What follows belongs to an exercise in optimizing a design on an open flow for small area, a short achievable clock period and few clock cycles per item; a production flow would make more cautious choices. In this exercise RTL edits were held to simulation tests only and were not proved equivalent to the original. No activity file was given, so power comes from the tool's default toggle rates.

==> flow/design.v <==
`default_nettype none
package rsdf_pkg;
    localparam int BOUND_ENTRIES  = 16;
    localparam int REMOTE_ENTRIES = 16;
    localparam int SSRC_W     = 32;
    localparam int PT_W       = 7;
    localparam int MID_W      = 64;
    localparam int MASK_W     = 64;
    localparam int IN_W       = 168;   
    localparam int OUT_W      = 8;     
    localparam int CFG_IDX_W  = 3;
    localparam int CFG_DATA_W = 64;
    localparam logic [CFG_IDX_W-1:0] CFG_MID_VALID  = 3'd0;
    localparam logic [CFG_IDX_W-1:0] CFG_MID_HI     = 3'd1;
    localparam logic [CFG_IDX_W-1:0] CFG_MID_LO     = 3'd2;
    localparam logic [CFG_IDX_W-1:0] CFG_PT_MASK_HI = 3'd3;
    localparam logic [CFG_IDX_W-1:0] CFG_PT_MASK_LO = 3'd4;
    localparam logic [1:0] REASON_NONE   = 2'd0;
    localparam logic [1:0] REASON_MID    = 2'd1;
    localparam logic [1:0] REASON_REMOTE = 2'd2;
    localparam logic [1:0] REASON_PT     = 2'd3;
endpackage
`default_nettype wire
`default_nettype none
module rtp_stream_demux_filter_core (
    input  wire logic                            i_clk,
    input  wire logic                            i_rst_n,
    input  wire logic                            s_axis_tvalid,
    output logic                                 s_axis_tready,
    input  wire logic [rsdf_pkg::IN_W-1:0]       s_axis_tdata,
    input  wire logic [0:0]                      s_axis_tuser,
    output logic                                 m_axis_tvalid,
    input  wire logic                            m_axis_tready,
    output logic [rsdf_pkg::OUT_W-1:0]           m_axis_tdata,
    input  wire logic                            i_cfg_valid,
    output logic                                 o_cfg_ready,
    input  wire logic [rsdf_pkg::CFG_IDX_W-1:0]  i_cfg_index,
    input  wire logic [rsdf_pkg::CFG_DATA_W-1:0] i_cfg_data
);
    localparam int B_N  = rsdf_pkg::BOUND_ENTRIES;
    localparam int R_N  = rsdf_pkg::REMOTE_ENTRIES;
    localparam int SW   = rsdf_pkg::SSRC_W;
    localparam int FD   = 3;                       
    logic                          r_mid_valid;
    logic [rsdf_pkg::MID_W-1:0]    r_mid_hi;
    logic [rsdf_pkg::MID_W-1:0]    r_mid_lo;
    logic [rsdf_pkg::MASK_W-1:0]   r_pt_hi;
    logic [rsdf_pkg::MASK_W-1:0]   r_pt_lo;
    logic cfg_acc, mid_wr;
    assign o_cfg_ready = 1'b1;
    assign cfg_acc     = i_cfg_valid;
    assign mid_wr      = cfg_acc && (i_cfg_index <= rsdf_pkg::CFG_MID_LO);
    logic [rsdf_pkg::CFG_DATA_W-1:0] cfg_d;
    logic [4:0]                      cfg_en;
    assign cfg_d = i_cfg_data & {rsdf_pkg::CFG_DATA_W{i_rst_n}};
    always_comb begin
        for (int i = 0; i < 5; i++) begin
            cfg_en[i] = !i_rst_n || (cfg_acc && i_cfg_index == 3'(i));
        end
    end
    always_ff @(posedge i_clk) begin
        if (cfg_en[rsdf_pkg::CFG_MID_VALID])  r_mid_valid <= cfg_d[0];
        if (cfg_en[rsdf_pkg::CFG_MID_HI])     r_mid_hi    <= cfg_d;
        if (cfg_en[rsdf_pkg::CFG_MID_LO])     r_mid_lo    <= cfg_d;
        if (cfg_en[rsdf_pkg::CFG_PT_MASK_HI]) r_pt_hi     <= cfg_d;
        if (cfg_en[rsdf_pkg::CFG_PT_MASK_LO]) r_pt_lo     <= cfg_d;
    end
    logic [B_N-1:0] r_bnd_valid;
    logic [SW-1:0]  r_bnd_ssrc [B_N];
    logic [R_N-1:0] r_rem_valid;
    logic [SW-1:0]  r_rem_ssrc [R_N];
    logic          r_tready;
    logic [1:0]    r_inflight;         
    logic          in_acc;
    logic          out_pop;
    assign s_axis_tready = r_tready;
    assign in_acc        = s_axis_tvalid && r_tready;
    logic              r_b_v;
    logic              r_b_func;
    logic [SW-1:0]     r_b_ssrc;
    logic              r_b_mp;
    logic              r_b_mm;         
    logic              r_b_ptok;
    logic [B_N-1:0]    r_b_cmpb;       
    logic [1:0]        r_b_fcmpb;      
    logic [1:0]        r_b_cmpr;       
    logic [B_N-1:0]    r_p_bwr;        
    logic              r_b_kill;       
    logic              r_b_fwdb;       
    logic              r_b_fwdr;       
    logic [B_N-1:0] hitb;              
    logic           hitr;              
    logic [B_N-1:0] bwr;
    logic           b_filt, fb, rem, addb, addb_ok, ovfb, other, anyb_after, inb_after;
    logic           bfull, rfull, addr, addr_ok;
    logic           r_bfull, r_rfull;   
    logic           b_last, r_last;     
    logic           bmulti;             
    logic [B_N-1:0] bfree;
    logic [R_N-1:0] rfree;
    logic           res_pass, res_ovf;
    logic [1:0]     res_reason;
    logic [SW-1:0]     in_ssrc;
    logic [6:0]        in_pt;
    logic              in_mp;
    logic [B_N-1:0]    in_cmpb;
    logic [R_N-1:0]    in_cmpr;
    logic              in_eqb;
    logic              in_ptok;
    logic              in_mm;
    assign in_ssrc = s_axis_tdata[31:0];
    assign in_pt   = s_axis_tdata[38:32];
    assign in_mp   = s_axis_tdata[39];
    always_comb begin
        for (int k = 0; k < B_N; k++) in_cmpb[k] = r_bnd_valid[k] && (r_bnd_ssrc[k] == in_ssrc);
        for (int k = 0; k < R_N; k++) in_cmpr[k] = r_rem_valid[k] && (r_rem_ssrc[k] == in_ssrc);
    end
    assign in_eqb  = r_b_v && (in_ssrc == r_b_ssrc);
    assign in_ptok = in_pt[6] ? r_pt_hi[in_pt[5:0]] : r_pt_lo[in_pt[5:0]];
    assign in_mm   = in_mp && r_mid_valid &&
                     (s_axis_tdata[103:40] == r_mid_hi) && (s_axis_tdata[167:104] == r_mid_lo);
    always_ff @(posedge i_clk) begin
        r_b_func <= s_axis_tuser[0];
        r_b_ssrc <= in_ssrc;
        r_b_mp   <= in_mp;
        r_b_mm   <= in_mm;
        r_b_ptok <= in_ptok;
        r_b_cmpb  <= in_cmpb;
        r_b_fcmpb <= {|in_cmpb[B_N-1:B_N/2], |in_cmpb[B_N/2-1:0]};
        r_b_cmpr  <= {|in_cmpr[R_N-1:R_N/2], |in_cmpr[R_N/2-1:0]};
        r_b_kill  <= in_eqb && rem;
        r_b_fwdb  <= in_eqb && addb_ok;
        r_b_fwdr  <= in_eqb && addr_ok;
    end
    always_comb begin
        bfree = ~r_bnd_valid & (r_bnd_valid + 1'b1);
        rfree = ~r_rem_valid & (r_rem_valid + 1'b1);
        bfull = r_bfull;
        bmulti = |(r_bnd_valid & (r_bnd_valid - 1'b1));
        rfull = r_rfull;
        hitb       = (r_b_cmpb & ~{B_N{r_b_kill}}) | (r_p_bwr & {B_N{r_b_fwdb}});
        fb         = ((|r_b_fcmpb) && !r_b_kill) || r_b_fwdb;
        hitr       = (|r_b_cmpr) || r_b_fwdr;
        b_filt     = r_b_v && !r_b_func;
        rem        = b_filt && fb && r_b_mp && !r_b_mm;
        addb       = b_filt && r_b_mm && !fb;
        addb_ok    = addb && !bfull;
        ovfb       = addb && bfull;
        other      = fb ? bmulti : (|r_bnd_valid);
        inb_after  = (fb && !rem) || addb_ok;
        anyb_after = other || inb_after;
        res_pass   = 1'b0;
        res_reason = rsdf_pkg::REASON_NONE;
        addr       = 1'b0;
        if (r_b_func) begin
            addr = !hitr;
        end else if (anyb_after) begin
            res_pass   = inb_after;
            res_reason = inb_after ? rsdf_pkg::REASON_MID : rsdf_pkg::REASON_NONE;
        end else if (hitr) begin
            res_pass   = 1'b1;
            res_reason = rsdf_pkg::REASON_REMOTE;
        end else if (r_b_ptok) begin
            res_pass   = 1'b1;
            res_reason = rsdf_pkg::REASON_PT;
            addr       = 1'b1;
        end
        addr    = addr && r_b_v;
        addr_ok = addr && !rfull;
        res_ovf = ovfb || (addr && rfull);
        bwr = bfree & {B_N{addb_ok}};
    end
    always_comb begin
        b_last = &(r_bnd_valid | bfree);
        r_last = &(r_rem_valid | rfree);
    end
    always_ff @(posedge i_clk) begin
        if (!i_rst_n) begin
            r_bfull <= 1'b0;
            r_rfull <= 1'b0;
        end else begin
            if (mid_wr || rem) begin
                r_bfull <= 1'b0;
            end else if (addb_ok) begin
                r_bfull <= b_last;
            end
            if (addr_ok) begin
                r_rfull <= r_last;
            end
        end
    end
    always_ff @(posedge i_clk) begin
        r_p_bwr  <= bwr;
    end
    always_ff @(posedge i_clk) begin
        if (!i_rst_n) begin
            r_bnd_valid <= '0;
            r_rem_valid <= '0;
        end else begin
            if (mid_wr) begin
                r_bnd_valid <= '0;
            end else if (rem) begin
                r_bnd_valid <= r_bnd_valid & ~hitb;
            end else if (addb_ok) begin
                r_bnd_valid <= r_bnd_valid | bwr;
            end
            if (addr_ok) begin
                r_rem_valid <= r_rem_valid | rfree;
            end
        end
    end
    always_ff @(posedge i_clk) begin
        for (int k = 0; k < B_N; k++) begin
            if (bfree[k]) r_bnd_ssrc[k] <= r_b_ssrc;
        end
        for (int k = 0; k < R_N; k++) begin
            if (rfree[k]) r_rem_ssrc[k] <= r_b_ssrc;
        end
    end
    logic [3:0]   r_q [FD];
    logic [1:0]   r_cnt;
    logic         r_out_v;
    logic [3:0]   res;
    logic [1:0]   wpos;
    assign res     = {res_ovf, res_reason, res_pass};
    assign out_pop = r_out_v && m_axis_tready;
    assign wpos    = r_cnt - {1'b0, out_pop};
    assign m_axis_tvalid = r_out_v;
    assign m_axis_tdata  = {4'b0000, r_q[0]};
    always_ff @(posedge i_clk) begin
        for (int i = 0; i < FD; i++) begin
            if (r_b_v && wpos == 2'(i)) begin
                r_q[i] <= res;
            end else if (out_pop) begin
                if (i < FD - 1) r_q[i] <= r_q[i + 1];
            end
        end
    end
    logic [1:0] cnt_n, infl_n;
    assign cnt_n  = wpos + {1'b0, r_b_v};
    assign infl_n = r_inflight + {1'b0, in_acc} - {1'b0, out_pop};
    always_ff @(posedge i_clk) begin
        if (!i_rst_n) begin
            r_b_v      <= 1'b0;
            r_cnt      <= '0;
            r_out_v    <= 1'b0;
            r_inflight <= '0;
            r_tready   <= 1'b1;
        end else begin
            r_b_v      <= in_acc;
            r_cnt      <= cnt_n;
            r_out_v    <= (cnt_n != 2'd0);
            r_inflight <= infl_n;
            r_tready   <= (infl_n < 2'(FD));
        end
    end
endmodule
`default_nettype wire
clock: 5.0 ns
lec_check: 0
cap_margin: 0
core_margin: 2
core_utilization: 60
setup_slack_margin: 2.7
slew_margin: 0
standard.sh (not shown) runs the stock make flow with config.mk's settings and CLKGATE_MAP_FILE= SYNTH_SCRIPT=/design/flow/synth_recipe.tcl, a recipe that flattens the netlist after the stock synthesis.
==> flow/flow/run.sh <==
#!/bin/bash
# Standard ORFS layout (the standard.sh) with two changes:
#  - port buffers are buf_2 cells instead of the default delay buffer
#  - CTS without dummy loads, clkbuf_16 clock buffers, sink clusters of up to 25 within 90 um
set -euo pipefail
export BUFFER_PORTS_ARGS="-buffer_cell sky130_fd_sc_hd__buf_2"
export CTS_ARGS="-sink_clustering_enable -repair_clock_nets -dont_use_dummy_load -buf_list sky130_fd_sc_hd__clkbuf_16 -sink_clustering_size 25 -sink_clustering_max_diameter 90"
bash standard.sh finish > flow_make.log 2>&1
The first run went through all stages and came out clean.
Testbench counts at the start, summed over its fixed seeds: cycles 4,816, items 4,800.
Edit:
--- a/flow/design.v
+++ b/flow/design.v
@@ -76,80 +76,78 @@
     assign s_axis_tready = r_tready;
     assign in_acc        = s_axis_tvalid && r_tready;
     logic              r_b_v;
     logic              r_b_func;
     logic [SW-1:0]     r_b_ssrc;
     logic              r_b_mp;
-    logic              r_b_mm;         
+    logic [1:0]        r_b_mm;         
     logic              r_b_ptok;
     logic [B_N-1:0]    r_b_cmpb;       
-    logic [1:0]        r_b_fcmpb;      
-    logic [1:0]        r_b_cmpr;       
+    logic [3:0]        r_b_fcmpb;      
+    logic [3:0]        r_b_cmpr;       
     logic [B_N-1:0]    r_p_bwr;        
     logic              r_b_kill;       
     logic              r_b_fwdb;       
     logic              r_b_fwdr;       
     logic [B_N-1:0] hitb;              
     logic           hitr;              
     logic [B_N-1:0] bwr;
     logic           b_filt, fb, rem, addb, addb_ok, ovfb, other, anyb_after, inb_after;
     logic           bfull, rfull, addr, addr_ok;
     logic           r_bfull, r_rfull;   
     logic           b_last, r_last;     
-    logic           bmulti;             
     logic [B_N-1:0] bfree;
     logic [R_N-1:0] rfree;
     logic           res_pass, res_ovf;
     logic [1:0]     res_reason;
     logic [SW-1:0]     in_ssrc;
     logic [6:0]        in_pt;
     logic              in_mp;
     logic [B_N-1:0]    in_cmpb;
     logic [R_N-1:0]    in_cmpr;
     logic              in_eqb;
     logic              in_ptok;
-    logic              in_mm;
     assign in_ssrc = s_axis_tdata[31:0];
     assign in_pt   = s_axis_tdata[38:32];
     assign in_mp   = s_axis_tdata[39];
     always_comb begin
         for (int k = 0; k < B_N; k++) in_cmpb[k] = r_bnd_valid[k] && (r_bnd_ssrc[k] == in_ssrc);
         for (int k = 0; k < R_N; k++) in_cmpr[k] = r_rem_valid[k] && (r_rem_ssrc[k] == in_ssrc);
     end
     assign in_eqb  = r_b_v && (in_ssrc == r_b_ssrc);
     assign in_ptok = in_pt[6] ? r_pt_hi[in_pt[5:0]] : r_pt_lo[in_pt[5:0]];
-    assign in_mm   = in_mp && r_mid_valid &&
-                     (s_axis_tdata[103:40] == r_mid_hi) && (s_axis_tdata[167:104] == r_mid_lo);
     always_ff @(posedge i_clk) begin
         r_b_func <= s_axis_tuser[0];
         r_b_ssrc <= in_ssrc;
         r_b_mp   <= in_mp;
-        r_b_mm   <= in_mm;
+        r_b_mm   <= {in_mp && r_mid_valid && (s_axis_tdata[167:104] == r_mid_lo),
+                     in_mp && r_mid_valid && (s_axis_tdata[103:40]  == r_mid_hi)};
         r_b_ptok <= in_ptok;
         r_b_cmpb  <= in_cmpb;
-        r_b_fcmpb <= {|in_cmpb[B_N-1:B_N/2], |in_cmpb[B_N/2-1:0]};
-        r_b_cmpr  <= {|in_cmpr[R_N-1:R_N/2], |in_cmpr[R_N/2-1:0]};
+        for (int q = 0; q < 4; q++) begin
+            r_b_fcmpb[q] <= |in_cmpb[q*(B_N/4) +: B_N/4];
+            r_b_cmpr[q]  <= |in_cmpr[q*(R_N/4) +: R_N/4];
+        end
         r_b_kill  <= in_eqb && rem;
         r_b_fwdb  <= in_eqb && addb_ok;
         r_b_fwdr  <= in_eqb && addr_ok;
     end
     always_comb begin
         bfree = ~r_bnd_valid & (r_bnd_valid + 1'b1);
         rfree = ~r_rem_valid & (r_rem_valid + 1'b1);
         bfull = r_bfull;
-        bmulti = |(r_bnd_valid & (r_bnd_valid - 1'b1));
         rfull = r_rfull;
         hitb       = (r_b_cmpb & ~{B_N{r_b_kill}}) | (r_p_bwr & {B_N{r_b_fwdb}});
         fb         = ((|r_b_fcmpb) && !r_b_kill) || r_b_fwdb;
         hitr       = (|r_b_cmpr) || r_b_fwdr;
         b_filt     = r_b_v && !r_b_func;
-        rem        = b_filt && fb && r_b_mp && !r_b_mm;
-        addb       = b_filt && r_b_mm && !fb;
+        rem        = b_filt && fb && r_b_mp && !(&r_b_mm);
+        addb       = b_filt && (&r_b_mm) && !fb;
         addb_ok    = addb && !bfull;
         ovfb       = addb && bfull;
-        other      = fb ? bmulti : (|r_bnd_valid);
+        other      = |(r_bnd_valid & ~hitb);
         inb_after  = (fb && !rem) || addb_ok;
         anyb_after = other || inb_after;
         res_pass   = 1'b0;
         res_reason = rsdf_pkg::REASON_NONE;
         addr       = 1'b0;
         if (r_b_func) begin
- sequential power is about the same
- final area climbs by 0.30%
- setup slack gets better by 0.13 ns
- global-route usage climbs by 1.5 points
- non-clock buffer count climbs by 9
Testbench counts after the change, summed over its fixed seeds: cycles 4,816, items 4,800.

[separate check: timing with driven ports]
In the flow no input, the clock included, has a driving cell. The finished layouts below were timed again as built, in two steps.
Step 1, drivers: a clkbuf_16 drives i_clk and a buf_2 each remaining input, both assumed.
Step 2 moves the port delays by t, midway between the first and last clock arrival at a register: inputs arrive t later, outputs are due t later. That takes back most of the time a late clock gives input paths.
a / b / c = no drivers / after step 1 / after step 2; a / b = the first two.
| run | shift t [ns] | setup WS [ns] | hold slack, ns | cell pins on the clock port's net |
|---|---|---|---|---|
| the first run | 0.728 | 2.312 / 2.312 / 1.804 | 0.442 / 0.390 / 0.473 | 1 |
| the second run | 0.724 | 2.445 / 2.445 / 1.886 | 0.451 / 0.411 / 0.474 | 1 |
After both steps every run listed still meets setup and hold. For the second run, which loses most, drivers alone change the setup slack by 0.000 ns; drivers and shift together by -0.559 ns.
